What follows belongs to an exercise in optimizing a design on an open flow for small area and a short achievable clock period; a production flow would make more cautious choices. Function was checked by simulation only, so behaviour that the tests miss may differ from the original. Power figures rest on the tool's default switching activity, not on a simulated workload.

## flow/config.mk

```make
export PLATFORM = sky130hd
export DESIGN_NAME = tdc_time_accum_top
export DESIGN_NICKNAME = tdc_time_accum_top
export VERILOG_FILES = /design/flow/design.v
export SDC_FILE = /design/flow/constraint.sdc
export NUM_CORES = 4
export LEC_CHECK = 0
export CAP_MARGIN = 20
export CORE_MARGIN = 2
export CORE_UTILIZATION = 40
export PLACE_DENSITY = 0.6
export SLEW_MARGIN = 20
```

## flow/constraint.sdc

```tcl
create_clock -name core_clock -period 4.0 [get_ports {clk}]
set_input_delay 0.8000 -clock core_clock [delete_from_list [all_inputs] [get_ports {clk}]]
set_output_delay 0.8000 -clock core_clock [all_outputs]
set_load 0.01 [all_outputs]
```

## flow/design.v

```verilog
package tdc_pkg;
   localparam int DEFAULT_SCALE = 50;
   typedef enum logic {
      IDLE,
      ACC
   } acc_state_e;
   function automatic integer scale_w(input integer scale);
      scale_w = $clog2(scale + 1);
   endfunction
   function automatic integer term_w(input integer int_w, input integer frac_w, input integer scale);
      integer prodW;
      prodW = int_w + scale_w(scale);
      term_w = ((prodW > frac_w) ? prodW : frac_w) + 1;
   endfunction
   function automatic integer tree_st(input integer n);
      tree_st = (n <= 1) ? 0 : $clog2(n);
   endfunction
   function automatic integer sum_w(input integer termW, input integer n);
      sum_w = termW + tree_st(n);
   endfunction
   function automatic integer out_w(input integer sumW, input integer accW);
      out_w = sumW + accW;
   endfunction
   function automatic integer lvl_cnt(input integer n, input integer k);
      integer c;
      c = n;
      for (integer i = 0; i < k; i++) begin
         c = (c + 1) / 2;
      end
      lvl_cnt = c;
   endfunction
endpackage
module tdc_add_tree #(
   parameter int N    = 8,
   parameter int IN_W = 18,
   parameter int SB_W = 16
) (
   input  logic                        clk,
   input  logic                        rst,
   input  logic                        vld_i,
   input  logic [SB_W-1:0]             sb_i,
   input  logic [N-1:0][IN_W-1:0]      data_i,
   output logic                        vld_o,
   output logic [SB_W-1:0]             sb_o,
   output logic [IN_W+tdc_pkg::tree_st(N)-1:0]  sum_o,
   output logic                        busy_o
);
   localparam int ST = tdc_pkg::tree_st(N);
   localparam int OW = IN_W + ST;
   generate
      if (ST == 0) begin : g_pass
         assign vld_o  = vld_i;
         assign sb_o   = sb_i;
         assign sum_o  = data_i[0];
         assign busy_o = 1'b0;
      end else begin : g_tree
         logic [(ST+1)*N*OW-1:0] lv;
         logic [ST-1:0]          vld_q;
         logic [ST*SB_W-1:0]     sb_q;
         for (genvar j = 0; j < N; j++) begin : g_in
            assign lv[j*OW +: OW] = OW'(data_i[j]);
         end
         for (genvar k = 0; k < ST; k++) begin : g_lvl
            for (genvar j = 0; j < N; j++) begin : g_node
               logic [OW-1:0] node_d;
               logic [OW-1:0] node_q;
               if (2 * j + 1 < tdc_pkg::lvl_cnt(N, k)) begin : g_add
                  assign node_d = lv[(k*N + 2*j)*OW +: OW] + lv[(k*N + 2*j + 1)*OW +: OW];
               end else if (2 * j < tdc_pkg::lvl_cnt(N, k)) begin : g_carry
                  assign node_d = lv[(k*N + 2*j)*OW +: OW];
               end else begin : g_zero
                  assign node_d = '0;
               end
               always_ff @(posedge clk or posedge rst) begin
                  if (rst) begin
                     node_q <= '0;
                  end else begin
                     node_q <= node_d;
                  end
               end
               assign lv[((k+1)*N + j)*OW +: OW] = node_q;
            end
         end
         always_ff @(posedge clk or posedge rst) begin
            if (rst) begin
               vld_q <= '0;
               sb_q  <= '0;
            end else begin
               vld_q <= {vld_q[ST-2:0], vld_i};
               sb_q  <= {sb_q[(ST-1)*SB_W-1:0], sb_i};
            end
         end
         assign vld_o  = vld_q[ST-1];
         assign sb_o   = sb_q[(ST-1)*SB_W +: SB_W];
         assign sum_o  = lv[(ST*N)*OW +: OW];
         assign busy_o = |vld_q;
      end
   endgenerate
endmodule
module tdc_time_accum #(
   parameter  int N_CH   = 8,
   parameter  int INT_W  = 11,
   parameter  int FRAC_W = 11,
   parameter  int SCALE  = tdc_pkg::DEFAULT_SCALE,
   parameter  int ACC_W  = 16,
   localparam int TERM_W = tdc_pkg::term_w(INT_W, FRAC_W, SCALE),
   localparam int SUM_W  = tdc_pkg::sum_w(TERM_W, N_CH),
   localparam int OUT_W  = tdc_pkg::out_w(SUM_W, ACC_W)
) (
   input  logic              clk,
   input  logic              rst,
   input  logic [N_CH-1:0][INT_W-1:0]  int_data,
   input  logic [N_CH-1:0][FRAC_W-1:0] frac_data,
   input  logic [N_CH-1:0]   ch_mask,
   input  logic              start,
   input  logic [ACC_W-1:0]  acc_len,
   input  logic              acc_clear,
   output logic [OUT_W-1:0]  out_sum,
   output logic [ACC_W-1:0]  out_cnt,
   output logic              out_dval,
   output logic              busy
);
   logic [N_CH-1:0][INT_W-1:0]  int0_q;
   logic [N_CH-1:0][FRAC_W-1:0] frac0_q;
   logic              vld0_q;
   logic [ACC_W-1:0]  len0_q;
   logic [N_CH-1:0][TERM_W-1:0] term1_q;
   logic              vld1_q;
   logic [ACC_W-1:0]  len1_q;
   logic              tree_vld;
   logic [ACC_W-1:0]  tree_len;
   logic [SUM_W-1:0]  tree_sum;
   logic              tree_busy;
   logic [OUT_W-1:0]  tree_ext;
   tdc_pkg::acc_state_e        state_q, state_d;
   logic [OUT_W-1:0]  acc_q, acc_d;
   logic [ACC_W-1:0]  cnt_q, cnt_d;
   logic [ACC_W-1:0]  len_q, len_d;
   logic [OUT_W-1:0]  sum_q, sum_d;
   logic [ACC_W-1:0]  ocnt_q, ocnt_d;
   logic              dval_q, dval_d;
   always_ff @(posedge clk or posedge rst) begin
      if (rst) begin
         vld0_q <= 1'b0;
         len0_q <= '0;
         for (int i = 0; i < N_CH; i++) begin
            int0_q[i]  <= '0;
            frac0_q[i] <= '0;
         end
      end else begin
         vld0_q <= start;
         len0_q <= acc_len;
         for (int i = 0; i < N_CH; i++) begin
            int0_q[i]  <= ch_mask[i] ? int_data[i]  : '0;
            frac0_q[i] <= ch_mask[i] ? frac_data[i] : '0;
         end
      end
   end
   always_ff @(posedge clk or posedge rst) begin
      if (rst) begin
         vld1_q <= 1'b0;
         len1_q <= '0;
         for (int i = 0; i < N_CH; i++) begin
            term1_q[i] <= '0;
         end
      end else begin
         vld1_q <= vld0_q;
         len1_q <= len0_q;
         for (int i = 0; i < N_CH; i++) begin
            term1_q[i] <= TERM_W'(int0_q[i]) * TERM_W'(SCALE) + TERM_W'(frac0_q[i]);
         end
      end
   end
   tdc_add_tree #(
      .N    (N_CH),
      .IN_W (TERM_W),
      .SB_W (ACC_W)
   ) u_tree (
      .clk    (clk),
      .rst    (rst),
      .vld_i  (vld1_q),
      .sb_i   (len1_q),
      .data_i (term1_q),
      .vld_o  (tree_vld),
      .sb_o   (tree_len),
      .sum_o  (tree_sum),
      .busy_o (tree_busy)
   );
   assign tree_ext = OUT_W'(tree_sum);
   always_comb begin
      state_d = state_q;
      acc_d   = acc_q;
      cnt_d   = cnt_q;
      len_d   = len_q;
      sum_d   = sum_q;
      ocnt_d  = ocnt_q;
      dval_d  = 1'b0;
      if (acc_clear) begin
         state_d = tdc_pkg::IDLE;
         acc_d   = '0;
         cnt_d   = '0;
      end else if (tree_vld) begin
         case (state_q)
            tdc_pkg::IDLE: begin
               if (tree_len <= ACC_W'(1)) begin
                  sum_d  = tree_ext;
                  ocnt_d = ACC_W'(1);
                  dval_d = 1'b1;
               end else begin
                  acc_d   = tree_ext;
                  cnt_d   = ACC_W'(1);
                  len_d   = tree_len;
                  state_d = tdc_pkg::ACC;
               end
            end
            tdc_pkg::ACC: begin
               if (cnt_q + ACC_W'(1) == len_q) begin
                  sum_d   = acc_q + tree_ext;
                  ocnt_d  = len_q;
                  dval_d  = 1'b1;
                  acc_d   = '0;
                  cnt_d   = '0;
                  state_d = tdc_pkg::IDLE;
               end else begin
                  acc_d = acc_q + tree_ext;
                  cnt_d = cnt_q + ACC_W'(1);
               end
            end
            default: begin
               state_d = tdc_pkg::IDLE;
            end
         endcase
      end
   end
   always_ff @(posedge clk or posedge rst) begin
      if (rst) begin
         state_q <= tdc_pkg::IDLE;
         acc_q   <= '0;
         cnt_q   <= '0;
         len_q   <= '0;
         sum_q   <= '0;
         ocnt_q  <= '0;
         dval_q  <= 1'b0;
      end else begin
         state_q <= state_d;
         acc_q   <= acc_d;
         cnt_q   <= cnt_d;
         len_q   <= len_d;
         sum_q   <= sum_d;
         ocnt_q  <= ocnt_d;
         dval_q  <= dval_d;
      end
   end
   assign out_sum  = sum_q;
   assign out_cnt  = ocnt_q;
   assign out_dval = dval_q;
   assign busy     = (state_q == tdc_pkg::ACC) | vld0_q | vld1_q | tree_busy;
endmodule
module tdc_time_accum_top (
   input  logic         clk,
   input  logic         rst,
   input  logic [87:0]  int_data,
   input  logic [87:0]  frac_data,
   input  logic [7:0]   ch_mask,
   input  logic         start,
   input  logic [15:0]  acc_len,
   input  logic         acc_clear,
   output logic [36:0]  out_sum,
   output logic [15:0]  out_cnt,
   output logic         out_dval,
   output logic         busy
);
   logic [7:0][10:0] int_a;
   logic [7:0][10:0] frac_a;
   for (genvar i = 0; i < 8; i++) begin : g_ch
      assign int_a[i]  = int_data[11*i +: 11];
      assign frac_a[i] = frac_data[11*i +: 11];
   end
   tdc_time_accum #(
      .N_CH   (8),
      .INT_W  (11),
      .FRAC_W (11),
      .SCALE  (50),
      .ACC_W  (16)
   ) u_accum (
      .clk       (clk),
      .rst       (rst),
      .int_data  (int_a),
      .frac_data (frac_a),
      .ch_mask   (ch_mask),
      .start     (start),
      .acc_len   (acc_len),
      .acc_clear (acc_clear),
      .out_sum   (out_sum),
      .out_cnt   (out_cnt),
      .out_dval  (out_dval),
      .busy      (busy)
   );
endmodule
```

## flow/run.sh

```bash
#!/bin/bash
# synth_recipe.tcl (not shown) runs the flow's synth.tcl, then flattens the netlist and writes it again
# the make line also repeats each setting of config.mk as NAME=value (left out here)
make -C /OpenROAD-flow-scripts/flow DESIGN_CONFIG=/design/flow/config.mk WORK_HOME=/design/flow/orfs CLKGATE_MAP_FILE= SYNTH_SCRIPT=/design/flow/synth_recipe.tcl finish
```

==> notes.md <==
- Setup ws final: between 150 and 200 ps
- DR WL/cell: between 10 and 15 µm
- Crit. End Element: flip-flop
- Non-Filler Instances: between 5k and 6k
- Area leader, netlist: dfrtp_1
- Pin count of the biggest net entering global routing: between 90 and 100
- Die area: between 100,000 and 150,000 µm²
- Fin crit share: 0.950
- Tightest Hold Check Type: reg2reg
- End of the critical path: u_accum.term1_q[106]
- Reg2reg start: u_accum.int0_q[57]
- Pre-CTS setup slack: -22.1 ps
- DRC errors left: 0
- Synth cell types: roughly 70
- Ys async rst share: 1.00
- Worst EP required: about 4500 ps
- Int Pwr: 17.4 mW
- Worst Min Path Start: u_accum.u_tree.g_tree.sb_q[29]
- Worst R2R Setup Slack: roughly 200 ps
- CP Class: reg2reg
- Area grow syn2layout: 18.3%
- Maximum vdd ir drop: around 340 µV
- Horiz. Die Dim: 317 µm
- Worst reg2reg endpoint: u_accum.term1_q[106]
- Fin nets: about 4.9k
- First-pass GRT wire length: 133,000 µm
- Top cells by area, synth: dfrtp_1 42%, ha_1 17%, xnor2_1 5.1%, inv_1 3.4%, fa_1 3.3%
- Placed cells: about 5.3k
- Syn nets: 4,577
- Crit. Startpoint: u_accum.int0_q[57]
- Post-Synthesis Mean Instance Area: 10.4 µm²
- Register area share after synthesis: 0.424
- # rows: roughly 110
- Fmax: about 0.26 GHz
- Most common cell in the netlist: dfrtp_1
- Share of the synthesized area in the top cell type: 0.424
- Warnings, synthesis: 2
- Core Area: just under 100,000 µm²
- Final Power: 26.9 mW
- Sequential power share: 0.330
- Post-DP HPWL: ~62,000 µm
- Total I/O pin count: approximately 260
- Routability congestion estimate: about 0.8
- P_leak: between 20 and 25 nW
- Starting density of the core: 0.405
- Max-Cap Viols: 0
- Initial antenna violation count: 1
- CTS max path bufs: 3
- Switch share: 0.354
- Vias in the first global route: roughly 27k
- TritonCTS clock tree: done
- Final Hold Fails: 0
- Via Count: ~27k
- Fin. max-slew vios: 0
- WL final: ~80,000 µm
- Clock group share of total power: 0.273
- Max Clock Skew: between 40 and 50 ps
- Tmin final: ~3800 ps
- Tightest Pin Transition: between 700 and 800 ps
- Clk slew on worst S/H paths: roughly 70 ps
- Flops & latches, synth: 666
- Arr. time, crit path: roughly 4300 ps
- Htree depth: 3
- Drt pass-1 iters: 5
- Area of the mapped netlist: ~40,000 µm²
- Gate power share: 0.397
- Final core utilization: 0.479
- Slew margin rel.: 0.529
- Status: finished clean
- Total gr overflow: 0
- Final setup vio count: 0
- Top_reg_cell synth: dfrtp_1
- Detailed-route vias per instance: slightly below 5
- Startpoint types: flip-flop
- CTS Hold Bufs: 0
- PwrDens: approximately 580 nW/µm²
- Post-synth EDFFs: 0
- Port Buffers: roughly 260
- Die Height: about 320 µm
- Iteration-0 DRC count of the detailed router: approximately 1.2k
- TritonCTS buffer count: 76
- ANT cells: 0
- DRT antenna net count: 0
- Commonest cells in the netlist: 666 x dfrtp_1, 533 x ha_1, 352 x inv_1, 246 x a21oi_1, 230 x xnor2_1
- P_sw: roughly 9.5 mW
- CTS Sinks: between 600 and 700
- Post-synthesis cell count: around 3.8k
- Crit Path Max Fanout: 5
- Cell count of the worst reg-to-reg path: 14
- Share of layout cells above drive strength 1: 0.0598
- Clock latency on the worst-skew pair: between 600 and 700 ps
- GR Util All Layers: 0.163
- CTS root buffer: clkbuf_16
==> how the worst min path moves through the flow <==
stage	endpoint	slack, ps	cells past startpoint
after CTS	u_accum.u_tree.g_tree.sb_q[4]	340	0
final	u_accum.u_tree.g_tree.sb_q[45]	340	0
after global routing	u_accum.term1_q[54]	350	0
after floorplan	u_accum.len1_q[0]	330	0
after detailed placement	u_accum.term1_q[54]	330	0
after global placement	u_accum.term1_q[72]	330	0
==> flip-flops by register name (all words and copies together), names as in the netlist, 37 cells and up <==
register and count:
u_accum.int0_q 88, u_accum.sum_q 37, u_accum.acc_q 37, u_accum.term1_q 144, u_accum.u_tree.g_tree.g_lvl.g_node.node_q 137, u_accum.u_tree.g_tree.sb_q 48
u_accum.frac0_q 88
==> stage by stage <==
| step | TNS, ps | hold slack, ps | cell area, µm² |
|---|---|---|---|
| after floorplan | -3933660 | 331 | 39300 |
| after global placement | 0 | 332 | 43600 |
| after detailed placement | -25.3 | 335 | 43600 |
| after CTS | 0 | 340 | 46300 |
| after global routing | -22.7 | 351 | 46500 |
| final | 0 | 338 | 46500 |
==> cell type report <==
class                           count  area, µm²
Clock buffer                       95       2050
Clock inverter                     44        637
Fill cell                        9025      50500
Inverter                          352       1330
Multi-Input combinational cell   2698      21200
Sequential cell                   666      16700
Tap cell                         1276       1600
Timing Repair Buffer              307       3040
==> power groups by stage <==
stage | logic [mW] | clock network [mW] | registers (mW)
final | 10.7 | 7.34 | 8.87
after global routing | 12.2 | 7.88 | 9.00
after CTS | 10.7 | 7.59 | 8.90
after detailed placement | 10.6 | 0 | 9.00
after global placement | 10.6 | 0 | 9.01
after floorplan | 8.40 | 0 | 8.63
==> critical path: stages (launching register included) <==
cell and delay [ps]:
dfrtp_1 410, ha_1 320, ha_1 310, fa_1 460
ha_1 350, nor2b_1 150, o21a_1 190, nor2_1 120
xnor2_1 130, ha_1 300, and4_1 200, a2111oi_1 370
buf_4 180, nor3_1 60, xnor2_1 140
==> repair_timing <==
item,in CTS,in global routing
resized for setup,4,44
pin swaps,0,7
endpoints found under the setup margin,3,38
buffers inserted,0,2
==> logic make-up (layout without fill, tap and decap cells) <==
| group | count (synthesis) | count (layout) | share of synthesized area |
|---|---|---|---|
| buffers and inverters | 412 | 798 | 0.0413 |
| muxes | 31 | 31 | 0.00847 |
| AOI/OAI and AO/OA | 788 | 788 | 0.125 |
| DFF | 666 | 666 | 0.424 |
| and+or+nand+nor | 958 | 958 | 0.126 |
| adders and majority gates | 597 | 597 | 0.202 |
| xor gates and xnor gates | 324 | 324 | 0.0722 |
==> metal layers <==
layer	routed length, µm	vias to the layer above	GRT usage
met1	38400	12584	0.222
met5	0	-	0
met3	2810	99	0.0286
met4	1720	0	0.0416
met2	37300	383	0.270
li1	-	13651	-
==> cells in the final DEF (no fill, tap or decap), drive strengths merged, types with 32 or more instances in the layout <==
master | Yosys | layout
nor3 | 64 | 64
o21ai | 197 | 197
nand2b | 35 | 35
a31oi | 32 | 32
xnor2 | 230 | 230
xor2 | 94 | 94
clkbuf | 39 | 95
and3 | 45 | 45
nand3 | 59 | 59
nand2 | 212 | 212
nor2 | 168 | 168
ha | 533 | 533
clkdlybuf4s50 | 0 | 258
fa | 64 | 64
o21a | 45 | 45
nor2b | 75 | 75
buf | 21 | 49
and2 | 193 | 193
a21oi | 246 | 246
dfrtp | 666 | 666
inv | 352 | 356
a21o | 83 | 83

[what the ideal ports hide]
The flow's constraints put no driver on any port. The routed layout listed below was extracted and timed again, unchanged, in two steps.
Step 1, drivers: a clkbuf_16 drives clk and a buf_2 each remaining input, both assumed.
Step 2 also shifts input and output timing later by t, the mid clock arrival at the registers, as if the neighbouring blocks saw the same clock.
Slacks: ideal / step 1 / step 2; pairs: ideal / step 1.
shift t [ns]: 0.703
setup slack, ns: 0.199 / 0.199 / 0.199
hold WS [ns]: 0.338 / 0.338 / 0.338
latest minus earliest clock arrival (ns): 0.040 / 0.040
slew at the worst register clock pin (ns): 0.07 / 0.07
After both steps setup and hold are still met in this run. For this run, drivers alone change the setup slack by 0.000 ns; drivers and shift together by 0.000 ns.
